This design comes from an exercise in tuning for small area, a short achievable clock period and few clock cycles per item on the open sky130 flow, not from production work. In this exercise RTL edits were held to simulation tests only and were not proved equivalent to the original.

## flow/run.sh

```bash
#!/bin/bash
# synth_recipe.tcl (not shown) runs the flow's synth.tcl, then flattens the netlist and writes it again
# the make line also repeats each setting of config.mk as NAME=value (left out here)
make -C /OpenROAD-flow-scripts/flow DESIGN_CONFIG=/design/flow/config.mk WORK_HOME=/design/flow/orfs CLKGATE_MAP_FILE= SYNTH_SCRIPT=/design/flow/synth_recipe.tcl finish
```

## flow/design.v

```verilog
`default_nettype none
package rmdu_pkg;
   localparam int VW    = 32;
   localparam int CNT_W = $clog2(VW);
   localparam logic [VW-1:0] POS_MAX = {1'b0, {(VW-1){1'b1}}};
   localparam logic [VW-1:0] NEG_MAX = {1'b1, {(VW-1){1'b0}}};
   localparam logic [1:0] OP_NORM = 2'd0;
   localparam logic [1:0] OP_MUL  = 2'd1;
   localparam logic [1:0] OP_DIV  = 2'd2;
   localparam logic [1:0] ST_OK       = 2'd0;
   localparam logic [1:0] ST_ZERO_DEN = 2'd1;
   localparam logic [1:0] ST_DIV_ZERO = 2'd2;
   localparam logic [1:0] ST_OVERFLOW = 2'd3;
   typedef struct packed {
      logic          start;
      logic          mul;
      logic [VW-1:0] a;
      logic [VW-1:0] b;
   } arith_cmd_type;
   typedef struct packed {
      logic          done;
      logic [VW-1:0] hi;
      logic [VW-1:0] lo;
   } arith_rsp_type;
endpackage
`default_nettype wire
`default_nettype none
import rmdu_pkg::*;
module rational_multiply_divide_unit
(
   input  wire logic        clock,
   input  wire logic        reset,
   input  wire logic        start,
   output logic             busy,
   input  wire logic [1:0]  req_operation,
   input  wire logic [31:0] req_first_num,
   input  wire logic [31:0] req_first_den,
   input  wire logic [31:0] req_second_num,
   input  wire logic [31:0] req_second_den,
   output logic             rsp_valid,
   output logic [31:0]      rsp_result_num,
   output logic [30:0]      rsp_result_den,
   output logic [1:0]       rsp_status
);
   localparam int SH = 3;    
   typedef enum logic [2:0] {S_IDLE, S_LOAD, S_GCD, S_MUL, S_FIN} state_type;
   typedef enum logic [1:0] {P_FIRST, P_SECOND, P_PROD} phase_type;
   typedef enum logic [2:0] {X_HOLD, X_SHIFT, X_ABS, X_SUM, X_PROD} x_op_type;
   typedef enum logic [2:0] {M_HOLD, M_SHIFT, M_SUM, M_INIT, M_A, M_REQ, M_MACC} m_op_type;
   typedef enum logic [2:0] {F_HOLD, F_REQ, F_MOVE, F_SUM, F_FIN, F_CLR} f_op_type;
   state_type   state_ff, state_in;
   phase_type   phase_ff, phase_in;
   logic        busy_ff, busy_in;
   logic        valid_ff, valid_in;
   logic [1:0]  status_ff, status_in;
   logic        md_ff, md_in;        
   logic        dv_ff, dv_in;        
   logic        aneg_ff, aneg_in, xneg_ff, xneg_in;
   logic        ov0_ff, ov0_in, ov1_ff, ov1_in;
   logic        mf_ff, mf_in;        
   logic [31:0] f1n_ff, f1d_ff;
   logic [31:0] x_ff, y_ff;
   logic [31:0] m00_ff, m01_ff, m10_ff, m11_ff;
   x_op_type    x_op, y_op;
   m_op_type    m0_op, m1_op;
   f_op_type    f_op;
   logic        sel_dx, sel_dy;
   logic [1:0]  k0, k1;
   logic        done;
   logic [1:0]  st;
   logic [32:0] s0, s1, dxy, dyx;
   logic [31:0] absn, absd, pn, pd, xsh, ysh;
   logic [31:0] m00_sh, m10_sh, m01_sh, m11_sh;
   logic        cneg, nz;
   logic        x_zero, y_zero, xy_eq, x_gt;
   logic        ovf_a, ovf_b, ovf_r, pneg, povf;
   logic [1:0]  k_x, k_y, k_xy, k_d;
   function automatic logic [1:0] ctz(input logic [SH-1:0] v);
      ctz = 2'(SH);
      for (int i = SH - 1; i >= 1; i--)
         if (v[i]) ctz = 2'(i);
   endfunction
   function automatic logic ovf(input logic [31:0] n, input logic [31:0] d, input logic neg);
      ovf = d[31] | (n[31] & (~neg | (n[30:0] != '0)));
   endfunction
   function automatic logic [31:0] shr(input logic [31:0] v, input logic [1:0] k);
      case (k)
         2'd1:    shr = v >> 1;
         2'd2:    shr = v >> 2;
         default: shr = v >> 3;
      endcase
   endfunction
   function automatic logic [31:0] shl(input logic [31:0] v, input logic [1:0] k);
      case (k)
         2'd1:    shl = v << 1;
         2'd2:    shl = v << 2;
         default: shl = v << 3;
      endcase
   endfunction
   assign s0     = {1'b0, m00_ff} + {1'b0, m01_ff};
   assign s1     = {1'b0, m10_ff} + {1'b0, m11_ff};
   assign dxy    = {1'b0, x_ff} - {1'b0, y_ff};
   assign dyx    = {1'b0, y_ff} - {1'b0, x_ff};
   assign x_zero = x_ff == '0;
   assign y_zero = y_ff == '0;
   assign xy_eq  = x_ff == y_ff;
   assign x_gt   = ~dxy[32];
   assign k_x    = ctz(x_ff[SH-1:0]);
   assign k_y    = ctz(y_ff[SH-1:0]);
   assign k_xy   = ctz(x_ff[SH-1:0] | y_ff[SH-1:0]);
   assign k_d    = ctz(x_ff[SH-1:0] - y_ff[SH-1:0]);
   assign cneg   = (state_ff == S_FIN) ? xneg_ff : f1n_ff[31];
   assign absn   = cneg ? (~f1n_ff + 1'b1) : f1n_ff;
   assign absd   = f1d_ff[31] ? (~f1d_ff + 1'b1) : f1d_ff;
   assign pneg   = aneg_ff ^ xneg_ff;
   assign pn     = dv_ff ? m11_ff : m01_ff;
   assign pd     = dv_ff ? m01_ff : m11_ff;
   assign nz     = (state_ff == S_MUL) ? (pn != '0) : (f1n_ff != '0);
   assign ovf_a  = ovf(f1n_ff, f1d_ff, aneg_ff);
   assign ovf_b  = ovf(x_ff, y_ff, xneg_ff);
   assign ovf_r  = ovf(f1n_ff, f1d_ff, xneg_ff);
   assign povf   = ov0_ff | ov1_ff | pd[31] | (pn[31] & (~pneg | (pn[30:0] != '0)));
   always_comb begin
      state_in  = state_ff;
      phase_in  = phase_ff;
      busy_in   = busy_ff;
      valid_in  = 1'b0;
      status_in = status_ff;
      md_in     = md_ff;
      dv_in     = dv_ff;
      aneg_in   = aneg_ff;
      xneg_in   = xneg_ff;
      ov0_in    = ov0_ff;
      ov1_in    = ov1_ff;
      mf_in     = 1'b0;
      x_op      = X_HOLD;
      y_op      = X_HOLD;
      m0_op     = M_HOLD;
      m1_op     = M_HOLD;
      f_op      = F_HOLD;
      sel_dx    = x_ff[0] && (state_ff == S_GCD);
      sel_dy    = y_ff[0] && (state_ff == S_GCD);
      k0        = 2'd1;
      k1        = 2'd1;
      done      = 1'b0;
      st        = ST_OK;
      if (state_ff == S_GCD) begin
         if (!x_ff[0] && !y_ff[0]) begin
            k0 = k_xy;
            k1 = k_xy;
         end else begin
            k0 = x_ff[0] ? k_d : k_x;
            k1 = y_ff[0] ? k_d : k_y;
         end
      end
      case (state_ff)
         S_IDLE: begin
            if (start) begin
               busy_in  = 1'b1;
               md_in    = (req_operation == OP_MUL) || (req_operation == OP_DIV);
               dv_in    = req_operation == OP_DIV;
               f_op     = F_REQ;
               m0_op    = M_REQ;
               state_in = S_LOAD;
            end
         end
         S_LOAD: begin
            if (f1d_ff == '0 || (md_ff && m10_ff == '0)) begin
               done = 1'b1;
               st   = ST_ZERO_DEN;
            end else begin
               x_op     = X_ABS;
               y_op     = X_ABS;
               m0_op    = M_INIT;
               m1_op    = M_INIT;
               f_op     = F_MOVE;
               xneg_in  = f1n_ff[31] ^ f1d_ff[31];
               phase_in = P_FIRST;
               state_in = S_GCD;
            end
         end
         S_GCD: begin
            if (phase_ff == P_SECOND && ovf_a) begin
               done = 1'b1;
               st   = ST_OVERFLOW;
            end else if (xy_eq || x_zero) begin
               case (phase_ff)
                  P_FIRST: begin
                     f_op = F_SUM;
                     if (md_ff) begin
                        aneg_in  = xneg_ff;
                        x_op     = X_ABS;
                        y_op     = X_ABS;
                        m0_op    = M_INIT;
                        m1_op    = M_INIT;
                        xneg_in  = f1n_ff[31] ^ f1d_ff[31];
                        phase_in = P_SECOND;
                     end else begin
                        state_in = S_FIN;
                     end
                  end
                  P_SECOND: begin
                     x_op     = X_SUM;
                     y_op     = X_SUM;
                     m0_op    = M_A;
                     m1_op    = M_INIT;
                     ov0_in   = 1'b0;
                     ov1_in   = 1'b0;
                     mf_in    = 1'b1;
                     state_in = S_MUL;
                  end
                  default: begin
                     f_op     = F_SUM;
                     state_in = S_FIN;
                  end
               endcase
            end else if (!x_ff[0] && !y_ff[0]) begin
               x_op = X_SHIFT;
               y_op = X_SHIFT;
            end else if (!x_ff[0]) begin
               x_op  = X_SHIFT;
               m0_op = M_SHIFT;
            end else if (!y_ff[0]) begin
               y_op  = X_SHIFT;
               m1_op = M_SHIFT;
            end else if (x_gt) begin
               x_op  = X_SHIFT;
               m0_op = M_SHIFT;
               m1_op = M_SUM;
            end else begin
               y_op  = X_SHIFT;
               m1_op = M_SHIFT;
               m0_op = M_SUM;
            end
         end
         S_MUL: begin
            if (mf_ff && ovf_b) begin
               done = 1'b1;
               st   = ST_OVERFLOW;
            end else if (mf_ff && dv_ff && x_zero) begin
               done = 1'b1;
               st   = ST_DIV_ZERO;
            end else if (mf_ff && dv_ff && x_ff[31]) begin
               done = 1'b1;
               st   = ST_OVERFLOW;
            end else if (povf) begin
               done = 1'b1;
               st   = ST_OVERFLOW;
            end else if (x_zero && y_zero) begin
               x_op     = X_PROD;
               y_op     = X_PROD;
               m0_op    = M_INIT;
               m1_op    = M_INIT;
               xneg_in  = pneg;
               phase_in = P_PROD;
               state_in = S_GCD;
            end else begin
               x_op   = X_SHIFT;
               y_op   = X_SHIFT;
               m0_op  = M_SHIFT;
               m1_op  = M_MACC;
               ov0_in = ov0_ff | (x_ff[0] & s0[32]) | (m00_ff[31] & (x_ff[31:1] != '0));
               ov1_in = ov1_ff | (y_ff[0] & s1[32]) | (m10_ff[31] & (y_ff[31:1] != '0));
            end
         end
         S_FIN: begin
            done = 1'b1;
            st   = ovf_r ? ST_OVERFLOW : ST_OK;
         end
         default: begin
            state_in = S_IDLE;
         end
      endcase
      if (done) begin
         state_in  = S_IDLE;
         busy_in   = 1'b0;
         valid_in  = 1'b1;
         status_in = st;
         f_op      = (st == ST_OK) ? F_FIN : F_CLR;
      end
   end
   assign xsh    = shr(sel_dx ? dxy[31:0] : x_ff, k0);
   assign ysh    = shr(sel_dy ? dyx[31:0] : y_ff, k1);
   assign m00_sh = shl(m00_ff, k0);
   assign m10_sh = shl(m10_ff, k0);
   assign m01_sh = shl(m01_ff, k1);
   assign m11_sh = shl(m11_ff, k1);
   always_ff @(posedge clock) begin
      if (reset) begin
         state_ff <= S_IDLE;
         busy_ff  <= 1'b0;
         valid_ff <= 1'b0;
      end else begin
         state_ff <= state_in;
         busy_ff  <= busy_in;
         valid_ff <= valid_in;
      end
      phase_ff  <= phase_in;
      status_ff <= status_in;
      md_ff     <= md_in;
      dv_ff     <= dv_in;
      aneg_ff   <= aneg_in;
      xneg_ff   <= xneg_in;
      ov0_ff    <= ov0_in;
      ov1_ff    <= ov1_in;
      mf_ff     <= mf_in;
      case (x_op)
         X_SHIFT: x_ff <= xsh;
         X_ABS:   x_ff <= absn;
         X_SUM:   x_ff <= s0[31:0];
         X_PROD:  x_ff <= pn;
         default: ;
      endcase
      case (y_op)
         X_SHIFT: y_ff <= ysh;
         X_ABS:   y_ff <= absd;
         X_SUM:   y_ff <= s1[31:0];
         X_PROD:  y_ff <= pd;
         default: ;
      endcase
      case (m0_op)
         M_SHIFT: begin m00_ff <= m00_sh;             m10_ff <= m10_sh; end
         M_SUM:   begin m00_ff <= s0[31:0];           m10_ff <= s1[31:0]; end
         M_INIT:  begin m00_ff <= {31'd0, nz};        m10_ff <= '0; end
         M_A:     begin m00_ff <= dv_ff ? f1d_ff : f1n_ff;
                        m10_ff <= dv_ff ? f1n_ff : f1d_ff; end
         M_REQ:   begin m00_ff <= req_second_num;     m10_ff <= req_second_den; end
         default: ;
      endcase
      case (m1_op)
         M_SHIFT: begin m01_ff <= m01_sh;             m11_ff <= m11_sh; end
         M_SUM:   begin m01_ff <= s0[31:0];           m11_ff <= s1[31:0]; end
         M_INIT:  begin m01_ff <= '0;                 m11_ff <= {31'd0, ~mf_in}; end
         M_MACC:  begin
            if (x_ff[0]) m01_ff <= s0[31:0];
            if (y_ff[0]) m11_ff <= s1[31:0];
         end
         default: ;
      endcase
      case (f_op)
         F_REQ:   begin f1n_ff <= req_first_num;      f1d_ff <= req_first_den; end
         F_MOVE:  begin f1n_ff <= m00_ff;             f1d_ff <= m10_ff; end
         F_SUM:   begin f1n_ff <= s0[31:0];           f1d_ff <= s1[31:0]; end
         F_FIN:   begin f1n_ff <= absn; end
         F_CLR:   begin f1n_ff <= '0;                 f1d_ff <= '0; end
         default: ;
      endcase
   end
   assign busy           = busy_ff;
   assign rsp_valid      = valid_ff;
   assign rsp_result_num = f1n_ff;
   assign rsp_result_den = f1d_ff[30:0];
   assign rsp_status     = status_ff;
endmodule
`default_nettype wire
```

## flow/config.mk

```make
export PLATFORM = sky130hd
export DESIGN_NAME = rational_multiply_divide_unit
export DESIGN_NICKNAME = rational_multiply_divide_unit
export VERILOG_FILES = /design/flow/design.v
export SDC_FILE = /design/flow/constraint.sdc
export NUM_CORES = 4
export LEC_CHECK = 0
export CAP_MARGIN = 40
export CORE_MARGIN = 2
export CORE_UTILIZATION = 40
export SLEW_MARGIN = 40
```

## flow/constraint.sdc

```tcl
create_clock -name core_clock -period 6.0 [get_ports {clock}]
set_input_delay 1.2000 -clock core_clock [delete_from_list [all_inputs] [get_ports {clock}]]
set_output_delay 1.2000 -clock core_clock [all_outputs]
set_load 0.01 [all_outputs]
```

==> results of run 1 <==
-- metal layers --
layer / routed length, µm / track usage (%) / up-vias
met4: 12700 / 27.5 / 0
met3: 20400 / 11.2 / 600
li1: - / - / 12900
met1: 57000 / 53.7 / 15000
met2: 65900 / 64.5 / 2700
met5: 0 / 0 / -
-- through the flow --
stage	cells	setup slack [ps]
final	4228	-103
after CTS	4222	498
after detailed placement	4159	529
after global routing	4224	66.6
after global placement	4157	247
after floorplan	3253	850
-- cell families after synthesis --
family,Yosys count,share of synthesized area [%]
AOI/OAI and AO/OA,1333,33.4
and+or+nand+nor,767,13.3
buffers and inverters,432,6.63
DFF,272,29.3
xor gates and xnor gates,163,5.17
muxes,145,5.57
adders and majority gates,141,6.49
-- layout make-up --
cell class	count	area (µm²)	area share (%)
Antenna cell	4	10.0	0.0314
Tap cell	882	1100	3.46
Clock inverter	21	245	0.770
Clock buffer	42	976	3.06
Inverter	149	561	1.76
Timing Repair Buffer	309	2860	8.97
Sequential cell	272	8110	25.4
Multi-Input combinational cell	2549	18000	56.5
-- how the worst min path moves through the flow --
stage / cells after the start / to / slack (ps)
floorplan: 2 / busy_ff / 500
global placement: 2 / busy_ff / 460
detailed placement: 2 / busy_ff / 470
CTS: 2 / busy_ff / 490
global route: 2 / busy_ff / 520
finish: 2 / busy_ff / 490
-- tightest hold or removal path, stage by stage (launching register included) --
cell and delay [ps]:
dfxtp_1 340, nor2_1 50, nor2_1 70
-- flip-flops by register name (all words and copies together) (netlist names), 2 cells and up --
signal / count
x_ff: 32
f1n_ff: 32
status_ff: 2
m00_ff: 32
m01_ff: 32
m10_ff: 32
state_ff: 3
m11_ff: 32
f1d_ff: 32
y_ff: 32
phase_ff: 2
-- synth_stat cells, drive strengths merged, types with 7 or more instances --
master  number
or3         23
a222oi     102
ha         137
mux2        71
or4         14
nand3       88
a21o        37
and2         9
o21ai      384
xnor2      110
o31ai       39
o221ai      14
xor2        53
a211o        7
a221oi      48
o211ai      28
nor4        42
a21oi      247
o21bai      20
o31a         7
nor2b        9
nand2b      16
o21a        26
a31oi       23
o41ai       11
o22ai       38
clkbuf     198
mux2i       74
a211oi      65
nor2       231
a22oi       59
edfxtp     266
nand4       37
nand2      207
and3        13
o311ai       7
inv        147
buf         85
a221o      111
nor3        51
==> flow_summary.ini, run 1 <==
[clocking]
cts_resized = 0
cts_tree = done
clk_pin_slew_worst_paths_ps = 60
cts-root-buf = clkbuf_16
clkLatencyLatePin_ps = 590
holdBufCountCts = 0
cts_sinks = 272
numCtsBuffers = 37
clock_path_buffers = 3
cts_max_level = 2
post_cts_buffers = 0

[timing]
relSlewSlack_pct = 29.9
finalWorstSetupSlack_ps = -103
setup_viol_count_final = 1
slew_violations = 0
worstMarginPinSlew_ps = 1040
setup_tns_ps = -103
fin_crit_ps = 6100
max_freq_ghz = 0.164
hold_ws_ps = 487
rsz0062_at_grt = no
skew_ps = 34.7
finalCritPeriodShare_pct = 102
hold_viol_final = 0

[layout]
fin_util_pct = 46.5
area_growth_pct = 15.3
nNetsFinal = 3592
design_area_um2 = 31900
mostFrequentLayoutCells = 341 x o21ai_0, 266 x edfxtp_1, 245 x a21oi_1
layout-drive-gt1-share_pct = 9.90
mostFrequentLayoutCell = o21ai_0
fillCellCount = 6727

[route]
wl_um = 156000
viasPerCell = 7.38
drc = 0
via_count = 31200
wl_per_cell_um = 36.9
drt_iter0_drc = 5437
drt-pass1-iter-count = 10
drtAntennaViolNets = 0

[logic_synthesis]
ys_types = 91
synth_area_um2 = 27600
avgSynthCellArea_um2 = 8.49
syn_inst = 3253
netlist.area_leader.share_pct = 28.9
synth-seq-cells = 272
synthesis.nets = 3527
synth_seq_area_share_pct = 29.3
yosysTopAreaCell = edfxtp_1
synth_warnings = 1
synth_area_leaders = edfxtp_1 29%, o21ai_0 6.2%, ha_1 6.2%, a21oi_1 4.5%, a221o_1 4.0%
synth_edf_count = 266
synth_ff_type = edfxtp_1
async_flop_share_pct = 0

[worst_setup_path]
endpoint = x_ff[1]
slowest_stage = a2111oi_1
timing.rr.start = dv_ff
cp_top_family = compound AO/OA/AOI/OAI gates
max_stage_delay_ps = 930
end_kind = register
r2r_slack_ps = -100
crit_fanout = 32
worstSetupStartpoint = dv_ff
start_kind = register
reg2reg_to = x_ff[1]
crit_buf_inv = 2
critPathRequiredTime_ps = 6300
r2r_cells = 10
cp_cell_sequence = nor4_1 -> nand4_1 -> a222oi_1 -> a21oi_1 -> a2111oi_4 -> buf_4 -> nor2_4 -> buf_4 -> a2111oi_1 -> a21oi_1
cp_data_arrival_time_ps = 6400
critical_path_cell_count = 10
worstSetupPathType = reg -> reg

[outcome]
so_faults = negative setup slack
status = failed layout checks

[placed_design]
dp_hpwl_um = 116000
io_buffers = 199
placed_area_um2 = 30600
gp_congestion = 1.04

[run]
cap_violations = 0

[global_routing]
grt_usage_pct = 42.6
antenna_found_initial = 5
grt_max_degree = 70
overflow = 0
grt_pass1_vias = 29400
grt_pass1_wl_um = 219000

[die]
core_um2 = 68500
die_height_um = 267
dieArea_um2 = 71200
rows = 96
initial_utilization_pct = 40.4
chipWidth_um = 267
pin_count = 200

[min_path]
worstHoldPathType = reg -> reg
min_from = busy_ff
Testbench counts, summed over its fixed seeds: cycles 191,680, items 4,800.
==> run 2: changes to the inputs <==
--- a/flow/design.v
+++ b/flow/design.v
@@ -60,2 +60,7 @@
    logic        mf_ff, mf_in;        
+   logic        zd_ff, zd_in;        
+   logic        z_ff, z_in;          
+   logic        sov_ff, sov_in;      
+   logic        pov_ff, pov_in;      
+   logic        mz_ff, mz_in;        
    logic [31:0] f1n_ff, f1d_ff;
@@ -74,4 +79,4 @@
    logic        cneg, nz;
-   logic        x_zero, y_zero, xy_eq, x_gt;
-   logic        ovf_a, ovf_b, ovf_r, pneg, povf;
+   logic        xy_eq, x_gt;
+   logic        pneg;
    logic [1:0]  k_x, k_y, k_xy, k_d;
@@ -103,4 +108,2 @@
    assign dyx    = {1'b0, y_ff} - {1'b0, x_ff};
-   assign x_zero = x_ff == '0;
-   assign y_zero = y_ff == '0;
    assign xy_eq  = x_ff == y_ff;
@@ -118,6 +121,2 @@
    assign nz     = (state_ff == S_MUL) ? (pn != '0) : (f1n_ff != '0);
-   assign ovf_a  = ovf(f1n_ff, f1d_ff, aneg_ff);
-   assign ovf_b  = ovf(x_ff, y_ff, xneg_ff);
-   assign ovf_r  = ovf(f1n_ff, f1d_ff, xneg_ff);
-   assign povf   = ov0_ff | ov1_ff | pd[31] | (pn[31] & (~pneg | (pn[30:0] != '0)));
    always_comb begin
@@ -135,2 +134,7 @@
       mf_in     = 1'b0;
+      zd_in     = zd_ff;
+      z_in      = z_ff;
+      sov_in    = sov_ff;
+      pov_in    = pov_ff;
+      mz_in     = 1'b0;
       x_op      = X_HOLD;
@@ -161,2 +165,5 @@
                dv_in    = req_operation == OP_DIV;
+               zd_in    = (req_first_den == '0) ||
+                          (((req_operation == OP_MUL) || (req_operation == OP_DIV)) &&
+                           (req_second_den == '0));
                f_op     = F_REQ;
@@ -167,3 +174,4 @@
          S_LOAD: begin
-            if (f1d_ff == '0 || (md_ff && m10_ff == '0)) begin
+            z_in = ~nz;
+            if (zd_ff) begin
                done = 1'b1;
@@ -182,6 +190,7 @@
          S_GCD: begin
-            if (phase_ff == P_SECOND && ovf_a) begin
+            if ((phase_ff == P_SECOND && sov_ff) || (phase_ff == P_PROD && pov_ff)) begin
                done = 1'b1;
                st   = ST_OVERFLOW;
-            end else if (xy_eq || x_zero) begin
+            end else if (xy_eq || z_ff) begin
+               sov_in = ovf(s0[31:0], s1[31:0], xneg_ff);
                case (phase_ff)
@@ -196,2 +205,3 @@
                         xneg_in  = f1n_ff[31] ^ f1d_ff[31];
+                        z_in     = ~nz;
                         phase_in = P_SECOND;
@@ -236,6 +246,7 @@
          S_MUL: begin
-            if (mf_ff && ovf_b) begin
+            mz_in = (x_ff[31:1] == '0) && (y_ff[31:1] == '0);
+            if (mf_ff && sov_ff) begin
                done = 1'b1;
                st   = ST_OVERFLOW;
-            end else if (mf_ff && dv_ff && x_zero) begin
+            end else if (mf_ff && dv_ff && z_ff) begin
                done = 1'b1;
@@ -245,6 +256,8 @@
                st   = ST_OVERFLOW;
-            end else if (povf) begin
+            end else if (ov0_ff || ov1_ff) begin
                done = 1'b1;
                st   = ST_OVERFLOW;
-            end else if (x_zero && y_zero) begin
+            end else if (mz_ff) begin
+               pov_in   = pd[31] | (pn[31] & (~pneg | (pn[30:0] != '0)));
+               z_in     = ~nz;
                x_op     = X_PROD;
@@ -267,3 +280,3 @@
             done = 1'b1;
-            st   = ovf_r ? ST_OVERFLOW : ST_OK;
+            st   = sov_ff ? ST_OVERFLOW : ST_OK;
          end
@@ -306,2 +319,7 @@
       mf_ff     <= mf_in;
+      zd_ff     <= zd_in;
+      z_ff      <= z_in;
+      sov_ff    <= sov_in;
+      pov_ff    <= pov_in;
+      mz_ff     <= mz_in;
       case (x_op)
--- a/flow/config.mk
+++ b/flow/config.mk
@@ -10,2 +10,3 @@
 export CORE_UTILIZATION = 40
+export SETUP_SLACK_MARGIN = 2
 export SLEW_MARGIN = 40
==> run 2 against run 1 <==
  * The run now finishes clean
  * Clock-buffer cell count down 2
  * Die area up 2.2%
  * First-iteration DRC count up 5.5%
  * Worst setup slack better by 2000 ps
  * Largest cell class unchanged
==> flow_summary.ini, run 2 <==
[outcome]
status = no timing/DRC/antenna violations

[layout]
mostFrequentLayoutCells = 333 x o21ai_0, 324 x a21oi_1, 308 x nand2_1
area_growth_pct = 18.0
design_area_um2 = 33300
mostFrequentLayoutCell = o21ai_0
fin_cells = 4503
fin_util_pct = 47.6
layout-drive-gt1-share_pct = 11.2
nNetsFinal = 3812

[logic_synthesis]
async_flop_share_pct = 0
ys_types = 86
yosysTopAreaCell = edfxtp_1
synth_edf_count = 270
synth-seq-cells = 277
yosys.cell_count.top_type = o21ai_0
synth_area_um2 = 28300
netlist.area_leader.share_pct = 28.7
avgSynthCellArea_um2 = 8.19
synth_ff_type = edfxtp_1
synth_warnings = 1
synth_seq_area_share_pct = 29.2
syn_inst = 3448
synth_area_leaders = edfxtp_1 29%, o21ai_0 6.2%, ha_1 6.1%, a21oi_1 5.9%, nand2_1 4.1%
synth_commonest_cells = 348 x o21ai_0, 334 x a21oi_1, 312 x nand2_1, 270 x edfxtp_1, 211 x nor2_1
synthesis.nets = 3722

[timing]
finalCritPeriodShare_pct = 68.4
fin_crit_ps = 4100
setup_viol_count_final = 0
slew_violations = 0
skew_ps = 19.6
hold_viol_final = 0
relSlewSlack_pct = 35.4
finalWorstSetupSlack_ps = 1900
hold_ws_ps = 498
rsz0062_at_grt = yes
worstMarginPinSlew_ps = 970
max_freq_ghz = 0.244
setup_tns_ps = 0

[global_routing]
grt_pass1_vias = 28600
overflow = 0
antenna_found_initial = 1
grt_usage_pct = 38.0
grt_pass1_wl_um = 206000
grt_max_degree = 128

[clocking]
cts_tree = done
cts_sinks = 277
holdBufCountCts = 0
cts_max_level = 2
clock_path_buffers = 3
clkLatencyLatePin_ps = 580
clk_pin_slew_worst_paths_ps = 60
cts-root-buf = clkbuf_16
numCtsBuffers = 36

[placed_design]
io_buffers = 199
dp_slack_ps = 1270
place_inst = 4370
gp_congestion = 1.01
placed_area_um2 = 31000
dp_hpwl_um = 105000

[route]
wl_um = 146000
drt-pass1-iter-count = 12
drc = 0
drt_iter0_drc = 5736
wl_per_cell_um = 32.5
via_count = 31800
viasPerCell = 7.07
drtAntennaViolNets = 0

[worst_setup_path]
start_kind = register
end_kind = register
cp_data_arrival_time_ps = 4420
critPathRequiredTime_ps = 6310
worstSetupPathType = reg -> reg
crit_fanout = 9

[die]
rows = 97
chipWidth_um = 270
die_height_um = 270
initial_utilization_pct = 40.3
core_um2 = 70000
dieArea_um2 = 72800
pin_count = 200

[min_path]
worstHoldPathType = reg -> reg

[run]
cap_violations = 0
run 2: worst max-delay path, cell delays in order, from the launching register on:
cell and delay [ps]:
edfxtp_1 560, ha_2 490, and4_1 350, a21oi_1 140
a21oi_1 290, or3_1 260, a311oi_2 120, buf_4 230
or4_1 470, or4_1 570, nor4_4 260, o21bai_1 110
run 2: worst paths after layout:
path	to	slack [ps]	cells after the start	from
worst max-delay path	sov_ff	1900	11	m01_ff[6]
worst min-delay path	busy_ff	500	2	busy_ff
worst max register to register	sov_ff	1900	11	m01_ff[6]
worst min register to register	busy_ff	500	2	busy_ff
run 2: cell type report:
type / instances / area, µm²
clock buffer: 40 / 937
antenna: 2 / 5.00
inverter: 148 / 558
clock inverter: 21 / 199
timing repair buffer: 347 / 3280
tap: 940 / 1180
sequential: 277 / 8250
multi-input combinational: 2728 / 18900
fill: 6949 / 36700
run 2: cell families after synthesis:
family	Yosys count	synth area share [%]
muxes	138	5.08
AOI/OAI and AO/OA	1377	32.5
DFF	277	29.2
and+or+nand+nor	914	15.5
buffers and inverters	445	6.58
adders and majority gates	141	6.35
xor gates and xnor gates	156	4.84
run 2: per-layer routing:
| layer | track usage [%] | up-vias | wire (µm) | share of wire [%] |
|---|---|---|---|---|
| met3 | 11.5 | 565 | 20700 | 14 |
| met5 | 1.12 | - | 127 | 0.087 |
| li1 | - | 13500 | - | - |
| met4 | 21.8 | 6 | 10700 | 7.3 |
| met2 | 56.2 | 2678 | 60800 | 42 |
| met1 | 49.0 | 15100 | 54000 | 37 |
run 2: repair_timing:
| action | 4_1_cts | 5_1_grt |
|---|---|---|
| buffers inserted | 32 | 29 |
| setup endpoints to repair | 450 | 430 |
| gates resized for setup | 72 | 61 |
| pin swaps | 9 | 10 |
| cloned | 4 | 2 |
| endpoints found under the hold margin | 0 | 0 |
Testbench counts of run 2, summed over its fixed seeds: cycles 192,573, items 4,800.
==> run 3: changes to the inputs <==
--- a/flow/design.v
+++ b/flow/design.v
@@ -45,7 +45,7 @@
    localparam int SH = 3;    
-   typedef enum logic [2:0] {S_IDLE, S_LOAD, S_GCD, S_MUL, S_FIN} state_type;
+   typedef enum logic [2:0] {S_IDLE, S_GCD, S_MUL, S_FIN} state_type;
    typedef enum logic [1:0] {P_FIRST, P_SECOND, P_PROD} phase_type;
    typedef enum logic [2:0] {X_HOLD, X_SHIFT, X_ABS, X_SUM, X_PROD} x_op_type;
-   typedef enum logic [2:0] {M_HOLD, M_SHIFT, M_SUM, M_INIT, M_A, M_REQ, M_MACC} m_op_type;
-   typedef enum logic [2:0] {F_HOLD, F_REQ, F_MOVE, F_SUM, F_FIN, F_CLR} f_op_type;
+   typedef enum logic [2:0] {M_HOLD, M_SHIFT, M_SUM, M_INIT, M_A, M_MACC} m_op_type;
+   typedef enum logic [2:0] {F_HOLD, F_REQ, F_SUM, F_NEG} f_op_type;
    state_type   state_ff, state_in;
@@ -76,3 +76,3 @@
    logic [32:0] s0, s1, dxy, dyx;
-   logic [31:0] absn, absd, pn, pd, xsh, ysh;
+   logic [31:0] srcn, srcd, absn, absd, pn, pd, xsh, ysh;
    logic [31:0] m00_sh, m10_sh, m01_sh, m11_sh;
@@ -114,9 +114,11 @@
    assign k_d    = ctz(x_ff[SH-1:0] - y_ff[SH-1:0]);
-   assign cneg   = (state_ff == S_FIN) ? xneg_ff : f1n_ff[31];
-   assign absn   = cneg ? (~f1n_ff + 1'b1) : f1n_ff;
-   assign absd   = f1d_ff[31] ? (~f1d_ff + 1'b1) : f1d_ff;
+   assign cneg   = (state_ff == S_FIN) || srcn[31];
+   assign srcn   = (state_ff == S_IDLE) ? req_first_num : f1n_ff;
+   assign srcd   = (state_ff == S_IDLE) ? req_first_den : f1d_ff;
+   assign absn   = cneg ? (~srcn + 1'b1) : srcn;
+   assign absd   = srcd[31] ? (~srcd + 1'b1) : srcd;
    assign pneg   = aneg_ff ^ xneg_ff;
-   assign pn     = dv_ff ? m11_ff : m01_ff;
-   assign pd     = dv_ff ? m01_ff : m11_ff;
-   assign nz     = (state_ff == S_MUL) ? (pn != '0) : (f1n_ff != '0);
+   assign pn     = m01_ff;
+   assign pd     = m11_ff;
+   assign nz     = (state_ff == S_MUL) ? (pn != '0) : (srcn != '0);
    always_comb begin
@@ -169,12 +171,3 @@
                f_op     = F_REQ;
-               m0_op    = M_REQ;
-               state_in = S_LOAD;
-            end
-         end
-         S_LOAD: begin
-            z_in = ~nz;
-            if (zd_ff) begin
-               done = 1'b1;
-               st   = ST_ZERO_DEN;
-            end else begin
+               z_in     = ~nz;
                x_op     = X_ABS;
@@ -183,4 +176,3 @@
                m1_op    = M_INIT;
-               f_op     = F_MOVE;
-               xneg_in  = f1n_ff[31] ^ f1d_ff[31];
+               xneg_in  = req_first_num[31] ^ req_first_den[31];
                phase_in = P_FIRST;
@@ -190,3 +182,6 @@
          S_GCD: begin
-            if ((phase_ff == P_SECOND && sov_ff) || (phase_ff == P_PROD && pov_ff)) begin
+            if (phase_ff == P_FIRST && zd_ff) begin
+               done = 1'b1;
+               st   = ST_ZERO_DEN;
+            end else if ((phase_ff == P_SECOND && sov_ff) || (phase_ff == P_PROD && pov_ff)) begin
                done = 1'b1;
@@ -207,4 +202,7 @@
                         phase_in = P_SECOND;
-                     end else begin
+                     end else if (xneg_ff) begin
                         state_in = S_FIN;
+                     end else begin
+                        done = 1'b1;
+                        st   = ovf(s0[31:0], s1[31:0], 1'b0) ? ST_OVERFLOW : ST_OK;
                      end
@@ -222,4 +220,9 @@
                   default: begin
-                     f_op     = F_SUM;
-                     state_in = S_FIN;
+                     f_op = F_SUM;
+                     if (xneg_ff) begin
+                        state_in = S_FIN;
+                     end else begin
+                        done = 1'b1;
+                        st   = ST_OK;
+                     end
                   end
@@ -253,3 +256,3 @@
                st   = ST_DIV_ZERO;
-            end else if (mf_ff && dv_ff && x_ff[31]) begin
+            end else if (mf_ff && dv_ff && y_ff[31]) begin
                done = 1'b1;
@@ -279,2 +282,3 @@
          S_FIN: begin
+            f_op = F_NEG;
             done = 1'b1;
@@ -291,3 +295,2 @@
          status_in = st;
-         f_op      = (st == ST_OK) ? F_FIN : F_CLR;
       end
@@ -327,3 +330,3 @@
          X_ABS:   x_ff <= absn;
-         X_SUM:   x_ff <= s0[31:0];
+         X_SUM:   x_ff <= dv_ff ? s1[31:0] : s0[31:0];
          X_PROD:  x_ff <= pn;
@@ -334,3 +337,3 @@
          X_ABS:   y_ff <= absd;
-         X_SUM:   y_ff <= s1[31:0];
+         X_SUM:   y_ff <= dv_ff ? s0[31:0] : s1[31:0];
          X_PROD:  y_ff <= pd;
@@ -342,5 +345,3 @@
          M_INIT:  begin m00_ff <= {31'd0, nz};        m10_ff <= '0; end
-         M_A:     begin m00_ff <= dv_ff ? f1d_ff : f1n_ff;
-                        m10_ff <= dv_ff ? f1n_ff : f1d_ff; end
-         M_REQ:   begin m00_ff <= req_second_num;     m10_ff <= req_second_den; end
+         M_A:     begin m00_ff <= f1n_ff;             m10_ff <= f1d_ff; end
          default: ;
@@ -358,7 +359,5 @@
       case (f_op)
-         F_REQ:   begin f1n_ff <= req_first_num;      f1d_ff <= req_first_den; end
-         F_MOVE:  begin f1n_ff <= m00_ff;             f1d_ff <= m10_ff; end
+         F_REQ:   begin f1n_ff <= req_second_num;     f1d_ff <= req_second_den; end
          F_SUM:   begin f1n_ff <= s0[31:0];           f1d_ff <= s1[31:0]; end
-         F_FIN:   begin f1n_ff <= absn; end
-         F_CLR:   begin f1n_ff <= '0;                 f1d_ff <= '0; end
+         F_NEG:   f1n_ff <= absn;
          default: ;
@@ -368,4 +367,4 @@
    assign rsp_valid      = valid_ff;
-   assign rsp_result_num = f1n_ff;
-   assign rsp_result_den = f1d_ff[30:0];
+   assign rsp_result_num = (status_ff == ST_OK) ? f1n_ff : '0;
+   assign rsp_result_den = (status_ff == ST_OK) ? f1d_ff[30:0] : '0;
    assign rsp_status     = status_ff;
==> run 3 against run 2 <==
  * Synthesized cell count shrank 0.99%
  * Area after synthesis grew 0.36%
  * Largest cell class unchanged
  * Sequential share of layout area shrank 1.0 points
  * Via count is essentially flat
  * Final cell count grew 1.0%
  * Hold slack lost 7.3 ps
  * First-iteration DRC count shrank 10%
  * Still clean
  * Global-route usage shrank 1.5 points
==> flow_summary.ini, run 3 <==
[clocking]
cts_sinks = 276
clock_path_buffers = 3
cts_tree = done
clkLatencyLatePin_ps = 580
holdBufCountCts = 0
cts-root-buf = clkbuf_16
cts_max_level = 2
numCtsBuffers = 35
clk_pin_slew_worst_paths_ps = 60

[placed_design]
dp_hpwl_um = 105000
io_buffers = 199
gp_congestion = 1.02
place_inst = 4368
dp_slack_ps = 998
placed_area_um2 = 31400

[worst_setup_path]
crit_fanout = 7
start_kind = register
r2r_slack_ps = 1910
end_kind = register
cpMostUsedCell = o21ai_0
critPathRequiredTime_ps = 6420
worstSetupPathType = reg -> reg
cp_cell_sequence = ha_1 -> a211oi_2 -> o211ai_1 -> and4_4 -> a2111o_1 -> nand3_1 -> o21ai_0 -> xor2_2 -> mux2i_1 -> o21ai_0 -> a21o_1
max_stage_delay_ps = 570
worstSetupStartpoint = m01_ff[1]
slowest_stage = o21ai_0
r2r_cells = 11
endpoint = x_ff[19]
timing.rr.start = m01_ff[1]
reg2reg_to = x_ff[19]
cp_data_arrival_time_ps = 4510

[layout]
layout-drive-gt1-share_pct = 14.1
nNetsFinal = 3865
fillCellCount = 6877
register_area_um2 = 8230
mostFrequentLayoutCell = o21ai_0
mostFrequentLayoutCells = 286 x o21ai_0, 277 x nand2_1, 270 x edfxtp_1
fin_cells = 4549
multi_input_comb_area_um2 = 19900
area_growth_pct = 22.4
design_area_um2 = 34700
fin_util_pct = 49.5

[die]
core_um2 = 70100
rows = 97
chipWidth_um = 270
pin_count = 200
dieArea_um2 = 73000
initial_utilization_pct = 40.4
die_height_um = 270

[logic_synthesis]
synth_seq_area_share_pct = 29.0
avgSynthCellArea_um2 = 8.31
synth_ff_type = edfxtp_1
synth_edf_count = 270
async_flop_share_pct = 0
syn_inst = 3414
synth_warnings = 1
yosys.cell_count.top_type = o21ai_0
ys_types = 102
netlist.area_leader.share_pct = 28.6
synthesis.nets = 3697
synth_area_um2 = 28400
synth_commonest_cells = 298 x o21ai_0, 284 x nand2_1, 270 x edfxtp_1, 234 x nor2_1, 207 x a21oi_1
synth_area_leaders = edfxtp_1 29%, ha_1 6.4%, a221o_1 5.4%, o21ai_0 5.3%, nand2_1 3.8%
yosysTopAreaCell = edfxtp_1
synth-seq-cells = 276

[timing]
fin_crit_ps = 4090
finalWorstSetupSlack_ps = 1910
relSlewSlack_pct = 37.0
setup_tns_ps = 0
rsz0062_at_grt = yes
slew_violations = 0
hold_viol_final = 0
setup_viol_count_final = 0
worstMarginPinSlew_ps = 935
max_freq_ghz = 0.244
hold_ws_ps = 491
finalCritPeriodShare_pct = 68.2
skew_ps = 17.6

[min_path]
worstHoldPathType = reg -> reg

[route]
drtAntennaViolNets = 0
via_count = 31800
drt_iter0_drc = 5157
viasPerCell = 7.00
wl_um = 142000
wl_per_cell_um = 31.2
drc = 0
drt-pass1-iter-count = 8

[global_routing]
antenna_found_initial = 10
grt_pass1_vias = 28300
grt_max_degree = 71
overflow = 0
grt_usage_pct = 36.6
grt_pass1_wl_um = 201000

[outcome]
status = no timing/DRC/antenna violations

[run]
cap_violations = 0
[run 3: cell count changes in the layout (fill, tap and decap cells not counted), sizes merged, moves of 43 or more]
cell and delta:
a21oi -128, a222oi -68, and2 +66, a221o +59, o21ai -57, o221ai +54, o211ai +48, o22ai +43
[run 3: per-layer routing]
metal,vias up,track usage (%),share of wire (%)
li1,13500,-,-
met1,15400,51.6,40
met2,2518,51.2,40
met3,448,9.03,14
met4,8,19.0,6.5
met5,-,0,0.039
[run 3: timing repair]
action / 4_1_cts / 5_1_grt
setup buffers: 45 / 65
setup endpoints to repair: 516 / 324
pin swaps: 21 / 45
gates cloned: 2 / 5
resized for setup: 114 / 148
[run 3: kinds of logic after synthesis]
family	synth area share, %
AOI/OAI and AO/OA	32.7
and+or+nand+nor	17.1
buffers and inverters	5.91
DFF	29.0
xor gates and xnor gates	4.76
adders and majority gates	6.72
muxes	3.79
[run 3: worst max-delay path, delay by kind of cell (launching register included)]
kind,cells,cell delay [ps]
AOI/OAI and AO/OA,6,1990
xor gates and xnor gates,1,480
adders and majority gates,1,370
DFF,1,540
muxes,1,140
and+or+nand+nor,2,400
[run 3: worst min-delay path by stage]
stage                        to        start  slack, ps  cells past startpoint
global route            busy_ff      busy_ff        520                      2
finish                  busy_ff      busy_ff        490                      2
global placement        busy_ff      busy_ff        500                      2
CTS                     busy_ff      busy_ff        500                      2
detailed placement      busy_ff      busy_ff        490                      2
floorplan           state_ff[0]  state_ff[0]        470                      2
[run 3: area by class of cell]
| class | instances | area share (%) |
|---|---|---|
| Multi-Input combinational cell | 2716 | 57.4 |
| Sequential cell | 276 | 23.7 |
| Timing Repair Buffer | 384 | 10.5 |
| Tap cell | 940 | 3.39 |
| Clock buffer | 44 | 2.80 |
| Inverter | 169 | 1.86 |
| Clock inverter | 14 | 0.285 |
| Antenna cell | 6 | 0.0433 |
Testbench counts of run 3, summed over its fixed seeds: cycles 186,645, items 4,800.
==> run 4: changes to the inputs <==
--- a/flow/design.v
+++ b/flow/design.v
@@ -47,3 +47,3 @@
    typedef enum logic [1:0] {P_FIRST, P_SECOND, P_PROD} phase_type;
-   typedef enum logic [2:0] {X_HOLD, X_SHIFT, X_ABS, X_SUM, X_PROD} x_op_type;
+   typedef enum logic [1:0] {X_HOLD, X_SHIFT, X_ABS, X_SUM} x_op_type;
    typedef enum logic [2:0] {M_HOLD, M_SHIFT, M_SUM, M_INIT, M_A, M_MACC} m_op_type;
@@ -78,3 +78,3 @@
    logic [31:0] m00_sh, m10_sh, m01_sh, m11_sh;
-   logic        cneg, nz;
+   logic        cneg, nz, sw;
    logic        xy_eq, x_gt;
@@ -120,5 +120,6 @@
    assign pneg   = aneg_ff ^ xneg_ff;
+   assign sw     = dv_ff && (state_ff != S_MUL);    
    assign pn     = m01_ff;
    assign pd     = m11_ff;
-   assign nz     = (state_ff == S_MUL) ? (pn != '0) : (srcn != '0);
+   assign nz     = (state_ff == S_MUL) ? (mz_ff && (pn != '0)) : (srcn != '0);
    always_comb begin
@@ -265,4 +266,4 @@
                z_in     = ~nz;
-               x_op     = X_PROD;
-               y_op     = X_PROD;
+               x_op     = X_SUM;
+               y_op     = X_SUM;
                m0_op    = M_INIT;
@@ -275,3 +276,3 @@
                y_op   = X_SHIFT;
-               m0_op  = M_SHIFT;
+               m0_op  = mz_in ? M_INIT : M_SHIFT;
                m1_op  = M_MACC;
@@ -330,4 +331,3 @@
          X_ABS:   x_ff <= absn;
-         X_SUM:   x_ff <= dv_ff ? s1[31:0] : s0[31:0];
-         X_PROD:  x_ff <= pn;
+         X_SUM:   x_ff <= sw ? s1[31:0] : s0[31:0];
          default: ;
@@ -337,4 +337,3 @@
          X_ABS:   y_ff <= absd;
-         X_SUM:   y_ff <= dv_ff ? s0[31:0] : s1[31:0];
-         X_PROD:  y_ff <= pd;
+         X_SUM:   y_ff <= sw ? s0[31:0] : s1[31:0];
          default: ;
==> flow/flow/run.sh (new file) <==
#!/bin/bash
# The standard layout (standard.sh: the standard flow's own synthesis and ORFS flow, unchanged) with one
# difference: the port buffers that global placement inserts are sky130_fd_sc_hd__buf_1
# instead of the resizer's default choice. Every port still gets its own buffer.
set -euo pipefail
export BUFFER_PORTS_ARGS="-buffer_cell sky130_fd_sc_hd__buf_1"
bash standard.sh > flow.log 2>&1
==> flow/standard.sh (new file) <==
#!/bin/bash
# synth_recipe.tcl (not shown) runs the flow's synth.tcl, then flattens the netlist and writes it again
# the make line also repeats each setting of config.mk as NAME=value (left out here)
make -C /OpenROAD-flow-scripts/flow DESIGN_CONFIG=/design/flow/config.mk WORK_HOME=/design/flow/orfs CLKGATE_MAP_FILE= SYNTH_SCRIPT=/design/flow/synth_recipe.tcl "${@:-finish}"
removed: flow/run.sh
==> run 4 against run 3 <==
  * Core utilization decreased by 2.3 points
  * Die area down 1.6%
  * Sequential share of layout area grew 1.6 points
==> flow_summary.ini, run 4 <==
[outcome]
status = no timing/DRC/antenna violations

[logic_synthesis]
synth_commonest_cells = 374 x o21ai_0, 296 x nand2_1, 270 x edfxtp_1, 227 x a21oi_1, 225 x nor2_1
ys_types = 88
netlist.area_leader.share_pct = 29.1
synth-compound-area-share_pct = 32.5
synth_edf_count = 270
synth_xor_area_share_pct = 5.08
synth_area_um2 = 27900
synth_warnings = 1
synthAdderAreaFrac_pct = 6.83
synth_ff_type = edfxtp_1
synthesis.nets = 3698
synthSimpleGateAreaFrac_pct = 16.3
synthMuxAreaShare_pct = 3.96
avgSynthCellArea_um2 = 8.17
synth_seq_area_share_pct = 29.5
yosysTopAreaCell = edfxtp_1
synth_top_family_by_area = compound AO/OA/AOI/OAI gates
synth_area_leaders = edfxtp_1 29%, o21ai_0 6.7%, ha_1 6.5%, a21oi_1 4.1%, a22oi_1 4.0%
yosys.cell_count.top_type = o21ai_0
async_flop_share_pct = 0
synth-seq-cells = 276
syn_inst = 3415

[layout]
fin_cells = 4508
nNetsFinal = 3837
mostFrequentLayoutCell = o21ai_0
multi_input_comb_area_um2 = 19400
design_area_um2 = 32400
fillCellCount = 6722
layout-drive-gt1-share_pct = 12.0
mostFrequentLayoutCells = 366 x o21ai_0, 293 x nand2_1, 270 x edfxtp_1
register_area_um2 = 8230
area_growth_pct = 16.3

[route]
viasPerCell = 6.70
drt-pass1-iter-count = 8
drc = 0
wl_per_cell_um = 27.8
drtAntennaViolNets = 0
wl_um = 125000
via_count = 30200
drt_iter0_drc = 3984

[worst_setup_path]
max_stage_delay_ps = 700
worstSetupPathType = reg -> reg
end_kind = register
cp_data_arrival_time_ps = 4500
cp_cell_sequence = inv_2 -> ha_4 -> buf_6 -> or4_1 -> a222oi_1 -> nand2_1 -> o41a_1 -> xnor2_1 -> mux2i_1 -> o21ai_1
crit_fanout = 15
start_kind = register
r2r_cells = 10
critPathRequiredTime_ps = 6440
cp_top_family = compound AO/OA/AOI/OAI gates
critical_path_cell_count = 10
slowest_stage = xnor2_1
crit_buf_inv = 2

[placed_design]
placed_area_um2 = 29800
io_buffers = 199
gp_congestion = 1.01
dp_hpwl_um = 92100
place_inst = 4366

[die]
initial_utilization_pct = 40.5
die_height_um = 268
chipWidth_um = 268
pin_count = 200
dieArea_um2 = 71900
rows = 96
core_um2 = 68800

[timing]
worstMarginPinSlew_ps = 850
skew_ps = 12.9
rsz0062_at_grt = yes
setup_tns_ps = 0
relSlewSlack_pct = 42.9
finalCritPeriodShare_pct = 67.7
hold_viol_final = 0
max_freq_ghz = 0.246
setup_viol_count_final = 0
fin_crit_ps = 4060
hold_ws_ps = 479
slew_violations = 0

[global_routing]
grt_usage_pct = 33.5
grt_pass1_wl_um = 182000
grt_max_degree = 82
overflow = 0
antenna_found_initial = 1
grt_pass1_vias = 27100

[clocking]
numCtsBuffers = 31
clk_pin_slew_worst_paths_ps = 60
cts-root-buf = clkbuf_16
cts_max_level = 1
clock_path_buffers = 3
cts_sinks = 276
clkLatencyLatePin_ps = 610
cts_tree = done
holdBufCountCts = 0

[min_path]
worstHoldPathType = reg -> reg
holdPathStages = 2

[run]
cap_violations = 0
-- run 4: cell count changes in the layout (fill, tap and decap cells not counted), sizes merged, moves of 52 or more --
cell,delta
a221o,-69
o221ai,-52
buf,+166
clkdlybuf4s50,-197
o2111ai,+56
o21ai,+99
a22oi,+99
-- run 4: layer usage --
layer | track usage (%) | routed length, µm | up-vias
met5 | 0 | 0 | -
met4 | 16.9 | 7670 | 0
met3 | 5.74 | 12900 | 369
met2 | 50.8 | 54400 | 1915
met1 | 45.9 | 50600 | 14500
li1 | - | - | 13400
-- run 4: layout make-up --
cell class / count / share of cell area, %
inverter: 169 / 2.00
timing repair buffer: 349 / 6.41
clock inverter: 11 / 0.231
multi-input combinational: 2727 / 59.7
sequential: 276 / 25.4
tap: 931 / 3.59
antenna: 2 / 0.0154
clock buffer: 43 / 2.65
-- run 4: what timing repair did --
item	in CTS	in global routing
pin swaps	17	28
setup buffers	45	33
endpoints found under the setup margin	497	407
gates resized for setup	96	96
cloned	5	1
-- run 4: through the flow --
step / util (%) / setup slack, ps
floorplan: - / 1700
global placement: 43.2 / 1190
detailed placement: 43.4 / 1110
CTS: 46.0 / 2000
global route: 47.1 / 1930
finish: 47.1 / 1940
-- run 4: worst paths after layout --
kind,startpoint,end,slack (ps)
hold reg to reg,busy_ff,busy_ff,480
setup reg to reg,state_ff[1],x_ff[15],1940
hold / removal,busy_ff,busy_ff,480
setup / recovery,state_ff[1],x_ff[15],1940
-- run 4: kinds of logic after synthesis --
group | Yosys count
AOI/OAI and AO/OA | 1356
xor gates and xnor gates | 162
adders and majority gates | 150
buffers and inverters | 418
DFF | 276
muxes | 107
and+or+nand+nor | 946
-- run 4: worst register-to-register path, delay by kind of cell, from the launching register on --
family	cells	cell delay (ps)
multiplexers	1	290
AND/OR/NAND/NOR	2	790
XOR/XNOR	1	700
flip-flops	1	440
AO/OA/AOI/OAI	3	1140
buffers and inverters	2	300
adder cells (fa/ha/maj)	1	240
Testbench counts of run 4, summed over its fixed seeds: cycles 186,645, items 4,800.
==> run 5: changes to the inputs <==
--- a/flow/design.v
+++ b/flow/design.v
@@ -90,2 +90,12 @@
    endfunction
+   function automatic logic too_long(input logic [31:0] m, input logic [31:0] x);
+      too_long = ((|m[31:31]) & (|x[31:1])) |
+                 ((|m[31:27]) & (|x[31:5])) |
+                 ((|m[31:23]) & (|x[31:9])) |
+                 ((|m[31:19]) & (|x[31:13])) |
+                 ((|m[31:15]) & (|x[31:17])) |
+                 ((|m[31:11]) & (|x[31:21])) |
+                 ((|m[31:7]) & (|x[31:25])) |
+                 ((|m[31:3]) & (|x[31:29]));
+   endfunction
    function automatic logic [31:0] shr(input logic [31:0] v, input logic [1:0] k);
@@ -278,4 +288,4 @@
                m1_op  = M_MACC;
-               ov0_in = ov0_ff | (x_ff[0] & s0[32]) | (m00_ff[31] & (x_ff[31:1] != '0));
-               ov1_in = ov1_ff | (y_ff[0] & s1[32]) | (m10_ff[31] & (y_ff[31:1] != '0));
+               ov0_in = ov0_ff | (x_ff[0] & s0[32]) | too_long(m00_ff, x_ff);
+               ov1_in = ov1_ff | (y_ff[0] & s1[32]) | too_long(m10_ff, y_ff);
             end
==> run 5 against run 4 <==
  * Non-clock buffer count is 19 higher
  * Register-to-register slack got worse by 90 ps
==> flow_summary.ini, run 5 <==
[timing]
worstMarginPinSlew_ps = 1040
finalCritPeriodShare_pct = 69.2
fin_crit_ps = 4150
setup_viol_count_final = 0
setup_tns_ps = 0
hold_viol_final = 0
rsz0062_at_grt = yes
max_freq_ghz = 0.241
relSlewSlack_pct = 30.3
skew_ps = 23.9
slew_violations = 0

[route]
drtAntennaViolNets = 0
viasPerCell = 6.85
drt_iter0_drc = 4352
drc = 0
wl_um = 131000
wl_per_cell_um = 29.9
drt-pass1-iter-count = 9
via_count = 30100

[worst_setup_path]
r2r_slack_ps = 1850
max_stage_delay_ps = 740
cp_cell_sequence = inv_1 -> ha_4 -> buf_6 -> mux2i_1 -> and2_1 -> a31oi_1 -> xnor2_1 -> nor2_1 -> a211oi_1 -> a211o_1
critPathRequiredTime_ps = 6430
timing.rr.start = state_ff[0]
reg2reg_to = x_ff[14]
worstSetupStartpoint = state_ff[0]
start_kind = register
crit_fanout = 30
worstSetupPathType = reg -> reg
end_kind = register
cp_data_arrival_time_ps = 4580
slowest_stage = xnor2_1
r2r_cells = 10

[die]
core_um2 = 68500
initial_utilization_pct = 40.3
die_height_um = 267
chipWidth_um = 267
rows = 96
dieArea_um2 = 71000
pin_count = 200

[logic_synthesis]
synthesis.nets = 3603
avgSynthCellArea_um2 = 8.30
netlist.area_leader.share_pct = 29.4
yosys.cell_count.top_type = o21ai_0
synth_seq_area_share_pct = 29.8
synth_commonest_cells = 373 x o21ai_0, 343 x nand2_1, 270 x edfxtp_1, 223 x nor2_1, 221 x a21oi_1
yosysTopAreaCell = edfxtp_1
synth_edf_count = 270
synth_area_um2 = 27600
synth-seq-cells = 276
synth_warnings = 1
synth_ff_type = edfxtp_1
ys_types = 94
async_flop_share_pct = 0
synth_area_leaders = edfxtp_1 29%, o21ai_0 6.8%, ha_1 6.6%, a221o_1 4.9%, nand2_1 4.7%
syn_inst = 3321

[clocking]
holdBufCountCts = 0
numCtsBuffers = 35
cts_max_level = 2
clk_pin_slew_worst_paths_ps = 60
clkLatencyLatePin_ps = 570
cts_tree = done
clock_path_buffers = 3
cts-root-buf = clkbuf_16
cts_sinks = 276

[placed_design]
io_buffers = 199
dp_hpwl_um = 96700
gp_congestion = 1.04

[global_routing]
grt_max_degree = 66
grt_pass1_wl_um = 187000
grt_pass1_vias = 27000
grt_usage_pct = 35.1
overflow = 0
antenna_found_initial = 10

[min_path]
min_from = state_ff[0]
worstHoldPathType = reg -> reg
holdPathStages = 2
min_to = state_ff[0]

[layout]
mostFrequentLayoutCells = 360 x o21ai_0, 333 x nand2_1, 270 x edfxtp_1
layout-drive-gt1-share_pct = 14.1
nNetsFinal = 3768
area_growth_pct = 17.4
mostFrequentLayoutCell = o21ai_0

[outcome]
status = no timing/DRC/antenna violations

[run]
cap_violations = 0
## run 5: cell types whose count changed after synthesis, moves of 11 or more
| cell | before | now |
|---|---|---|
| o211ai_1 | 36 | 53 |
| o22ai_1 | 20 | 51 |
| nand2b_1 | 35 | 19 |
| nand2_1 | 296 | 343 |
| a221o_1 | 82 | 134 |
| a22oi_1 | 148 | 77 |
| o21ai_1 | 36 | 19 |
| o221ai_2 | 0 | 15 |
| inv_1 | 166 | 125 |
| o2111ai_1 | 62 | 6 |
| a221oi_1 | 31 | 42 |
| buf_2 | 22 | 47 |
| clkbuf_1 | 206 | 170 |
## run 5: repair_timing
action / CTS / global route
setup endpoints to repair: 514 / 431
gates resized for setup: 69 / 154
cloned: 1 / 2
pin swaps: 14 / 39
setup buffers: 31 / 51
## run 5: logic make-up (layout without fill, tap and decap cells)
logic type | after synthesis | after routing | share of synthesized area [%]
compound gates | 1274 | 1275 | 31.4
simple gates | 975 | 975 | 16.9
buf+inv | 370 | 559 | 5.56
flops | 276 | 276 | 29.8
xor+xnor | 177 | 177 | 5.62
fa+ha+maj | 149 | 149 | 6.87
mux | 100 | 100 | 3.76
other cells | 0 | 3 | 0
## run 5: area by class of cell
cell class / instances / area, µm²
fillers: 6683 / 36100
multi-input cells: 2676 / 19100
clock inverters: 13 / 165
diodes: 3 / 7.51
inverters: 129 / 500
repair buffers: 368 / 2260
clock buffers: 49 / 971
well taps: 882 / 1100
flip-flops and latches: 276 / 8230
## run 5: worst max-delay path, delay by kind of cell (launching register included)
kind / cells / cell delay, ps
xor gates and xnor gates: 1 / 740
and+or+nand+nor: 2 / 720
buffers and inverters: 2 / 480
AOI/OAI and AO/OA: 3 / 890
DFF: 1 / 350
adders and majority gates: 1 / 240
muxes: 1 / 590
## run 5: worst max path at each step
stage | depth (start not counted) | end | slack, ps
floorplan | 21 | y_ff[28] | 2010
global placement | 12 | m00_ff[30] | 1240
detailed placement | 13 | m11_ff[25] | 1270
CTS | 14 | m11_ff[25] | 1920
global route | 11 | y_ff[29] | 1920
finish | 10 | x_ff[14] | 1850
## run 5: per-stage QoR
step	area [µm²]	utilization, %	setup slack [ps]	hold slack [ps]	instances
floorplan	27800	-	2010	455	3321
global placement	29300	42.8	1240	458	4244
detailed placement	29400	43.0	1270	458	4246
CTS	31200	45.5	1920	487	4340
global route	32300	47.2	1920	505	4393
finish	32400	47.3	1850	489	4396
## run 5: metal layers
layer | GRT usage (%) | part of all wire [%] | wire, µm | up-vias
met2 | 51.0 | 41 | 54000 | 2204
met1 | 47.2 | 39 | 51800 | 14400
li1 | - | - | - | 13000
met3 | 9.66 | 12 | 16400 | 489
met4 | 19.0 | 6.9 | 9090 | 12
met5 | 0 | 0.043 | 57 | -
Testbench counts of run 5, summed over its fixed seeds: cycles 171,724, items 4,800.
==> run 6: changes to the inputs <==
--- a/flow/config.mk
+++ b/flow/config.mk
@@ -10,3 +10,3 @@
 export CORE_UTILIZATION = 40
-export SETUP_SLACK_MARGIN = 2
+export SETUP_SLACK_MARGIN = 2.2
 export SLEW_MARGIN = 40
==> run 6 against run 5 <==
  * Synthesized cell count unchanged
  * Clock skew barely moved
  * Register-to-register slack better by 280 ps
  * Cell area grew 4.6%
  * Worst setup slack improved by 280 ps
  * Global-route usage is 0.24 points higher
  * Non-clock buffer count is 73 higher
==> flow_summary.ini, run 6 <==
[outcome]
status = no timing/DRC/antenna violations

[timing]
rsz0062_at_grt = yes
finalWorstSetupSlack_ps = 2130
skew_ps = 24.4
worstMarginPinSlew_ps = 900
setup_viol_count_final = 0
fin_crit_ps = 3870
setup_tns_ps = 0
max_freq_ghz = 0.258
finalCritPeriodShare_pct = 64.5
relSlewSlack_pct = 39.4
hold_viol_final = 0
slew_violations = 0

[die]
rows = 96
core_um2 = 68500
die_height_um = 267
initial_utilization_pct = 40.3
pin_count = 200
dieArea_um2 = 71000
chipWidth_um = 267

[placed_design]
dp_slack_ps = 1270
dp_hpwl_um = 96300
place_inst = 4253
gp_congestion = 1.07
io_buffers = 199

[clocking]
cts_max_level = 2
clkLatencyLatePin_ps = 610
cts_tree = done
holdBufCountCts = 0
clk_pin_slew_worst_paths_ps = 70
clock_path_buffers = 3
cts_sinks = 276
numCtsBuffers = 38
cts-root-buf = clkbuf_16

[layout]
mostFrequentLayoutCells = 344 x o21ai_0, 335 x nand2_1, 270 x edfxtp_1
area_growth_pct = 22.8
register_area_um2 = 8230
nNetsFinal = 3845
layout-drive-gt1-share_pct = 17.6
fillCellCount = 6531
multi_input_comb_area_um2 = 19500
fin_cells = 4473
mostFrequentLayoutCell = o21ai_0

[route]
drtAntennaViolNets = 0
wl_um = 137000
via_count = 30900
wl_per_cell_um = 30.6
drc = 0
drt_iter0_drc = 4692
drt-pass1-iter-count = 9
viasPerCell = 6.90

[logic_synthesis]
syn_inst = 3321
synth-seq-cells = 276
synth_seq_area_share_pct = 29.8
avgSynthCellArea_um2 = 8.30
synth_commonest_cells = 373 x o21ai_0, 343 x nand2_1, 270 x edfxtp_1, 223 x nor2_1, 221 x a21oi_1
synth_edf_count = 270
ys_types = 94
synth_area_um2 = 27600
yosysTopAreaCell = edfxtp_1
synthesis.nets = 3603
netlist.area_leader.share_pct = 29.4
synth_warnings = 1
async_flop_share_pct = 0
synth_ff_type = edfxtp_1
yosys.cell_count.top_type = o21ai_0
synth_area_leaders = edfxtp_1 29%, o21ai_0 6.8%, ha_1 6.6%, a221o_1 4.9%, nand2_1 4.7%

[worst_setup_path]
r2r_slack_ps = 2130
start_kind = register
end_kind = register
crit_fanout = 6
cp_data_arrival_time_ps = 4200
critPathRequiredTime_ps = 6330
worstSetupPathType = reg -> reg

[global_routing]
grt_pass1_vias = 27100
overflow = 0
grt_usage_pct = 35.4
grt_pass1_wl_um = 188000
grt_max_degree = 77
antenna_found_initial = 5

[min_path]
worstHoldPathType = reg -> reg

[run]
cap_violations = 0
## run 6: cell counts after synthesis
Identical to the previous run, type by type.
## run 6: worst paths after layout
path	start	to	cells past startpoint
setup reg to reg	m00_ff[0]	sov_ff	13
setup / recovery	m00_ff[0]	sov_ff	13
hold / removal	state_ff[0]	state_ff[0]	2
hold reg to reg	state_ff[0]	state_ff[0]	2
## run 6: critical path, cell delays in order (launching register included)
cell and delay, ps:
edfxtp_1 420, ha_2 230, fa_2 410, a211oi_2 240
buf_4 150, o211ai_1 180, nand3_1 180, a21oi_1 150
nor2_2 220, nor3_1 80, a211o_2 380, or4_4 550
nor3_4 280, a21oi_2 120
## run 6: area by class of cell
type	instances	area share, %
tap	882	3.26
clock buffer	40	2.83
timing repair buffer	441	9.86
multi-input combinational	2677	57.5
sequential	276	24.3
clock inverter	27	0.754
antenna	1	0.00739
inverter	129	1.47
## run 6: what timing repair did
action,in CTS,in global routing
pin swaps,34,76
gates cloned,3,23
buffers inserted,62,63
gates resized for setup,136,207
setup endpoints to repair,515,423
## run 6: metal layers
metal  global-route usage [%]  vias up  part of all wire (%)
met2                     51.1     2435                    40
met3                     10.3      583                    14
met1                     47.5    14600                    38
met5                        0        -                  0.12
li1                         -    13200                     -
met4                     18.8       10                   7.4
## run 6: kinds of logic after synthesis
logic type | share of synthesized area [%]
compound gates | 31.4
xor+xnor | 5.62
fa+ha+maj | 6.87
buf+inv | 5.56
flops | 29.8
mux | 3.76
simple gates | 16.9
## run 6: through the flow
stage / area, µm² / utilization (%) / hold WS [ps]
5_1_grt: 33900 / 49.5 / 507
4_1_cts: 32000 / 46.7 / 492
3_5_place_dp: 29600 / 43.2 / 483
3_3_place_gp: 29400 / 42.9 / 469
2_1_floorplan: 27800 / - / 461
6_report: 33900 / 49.5 / 488

port drivers added, routing unchanged:
In the flow no input, the clock included, has a driving cell. The finished layouts below were timed again as built, in two steps. Step 1 sets driving cells, clkbuf_16 on the clock port and buf_2 on the other inputs (assumed; they add their load-dependent delay and slew). Step 2, shift: input delay + t, output delay - t, t = (earliest + latest rising clock arrival at the registers) / 2. This alone moves slack from input paths to output paths. a / b / c = ideal / step 1 / step 2; a / b = the first two.
run	t (ns)	setup slack, ns	latest minus earliest clock arrival (ns)	cell pins on the clock port's net
run 1	0.641	-0.103 / -0.103 / -0.103	0.035 / 0.034	1
run 2	0.635	1.896 / 1.896 / 1.758	0.021 / 0.021	1
run 3	0.633	1.905 / 1.905 / 1.378	0.018 / 0.017	1
run 4	0.663	1.940 / 1.940 / 1.601	0.013 / 0.014	1
run 5	0.627	1.847 / 1.847 / 1.598	0.026 / 0.025	1
run 6	0.659	2.131 / 2.131 / 1.699	0.024 / 0.024	1
For run 3, which loses most, drivers alone change the setup slack by 0.000 ns; drivers and shift together by -0.527 ns.
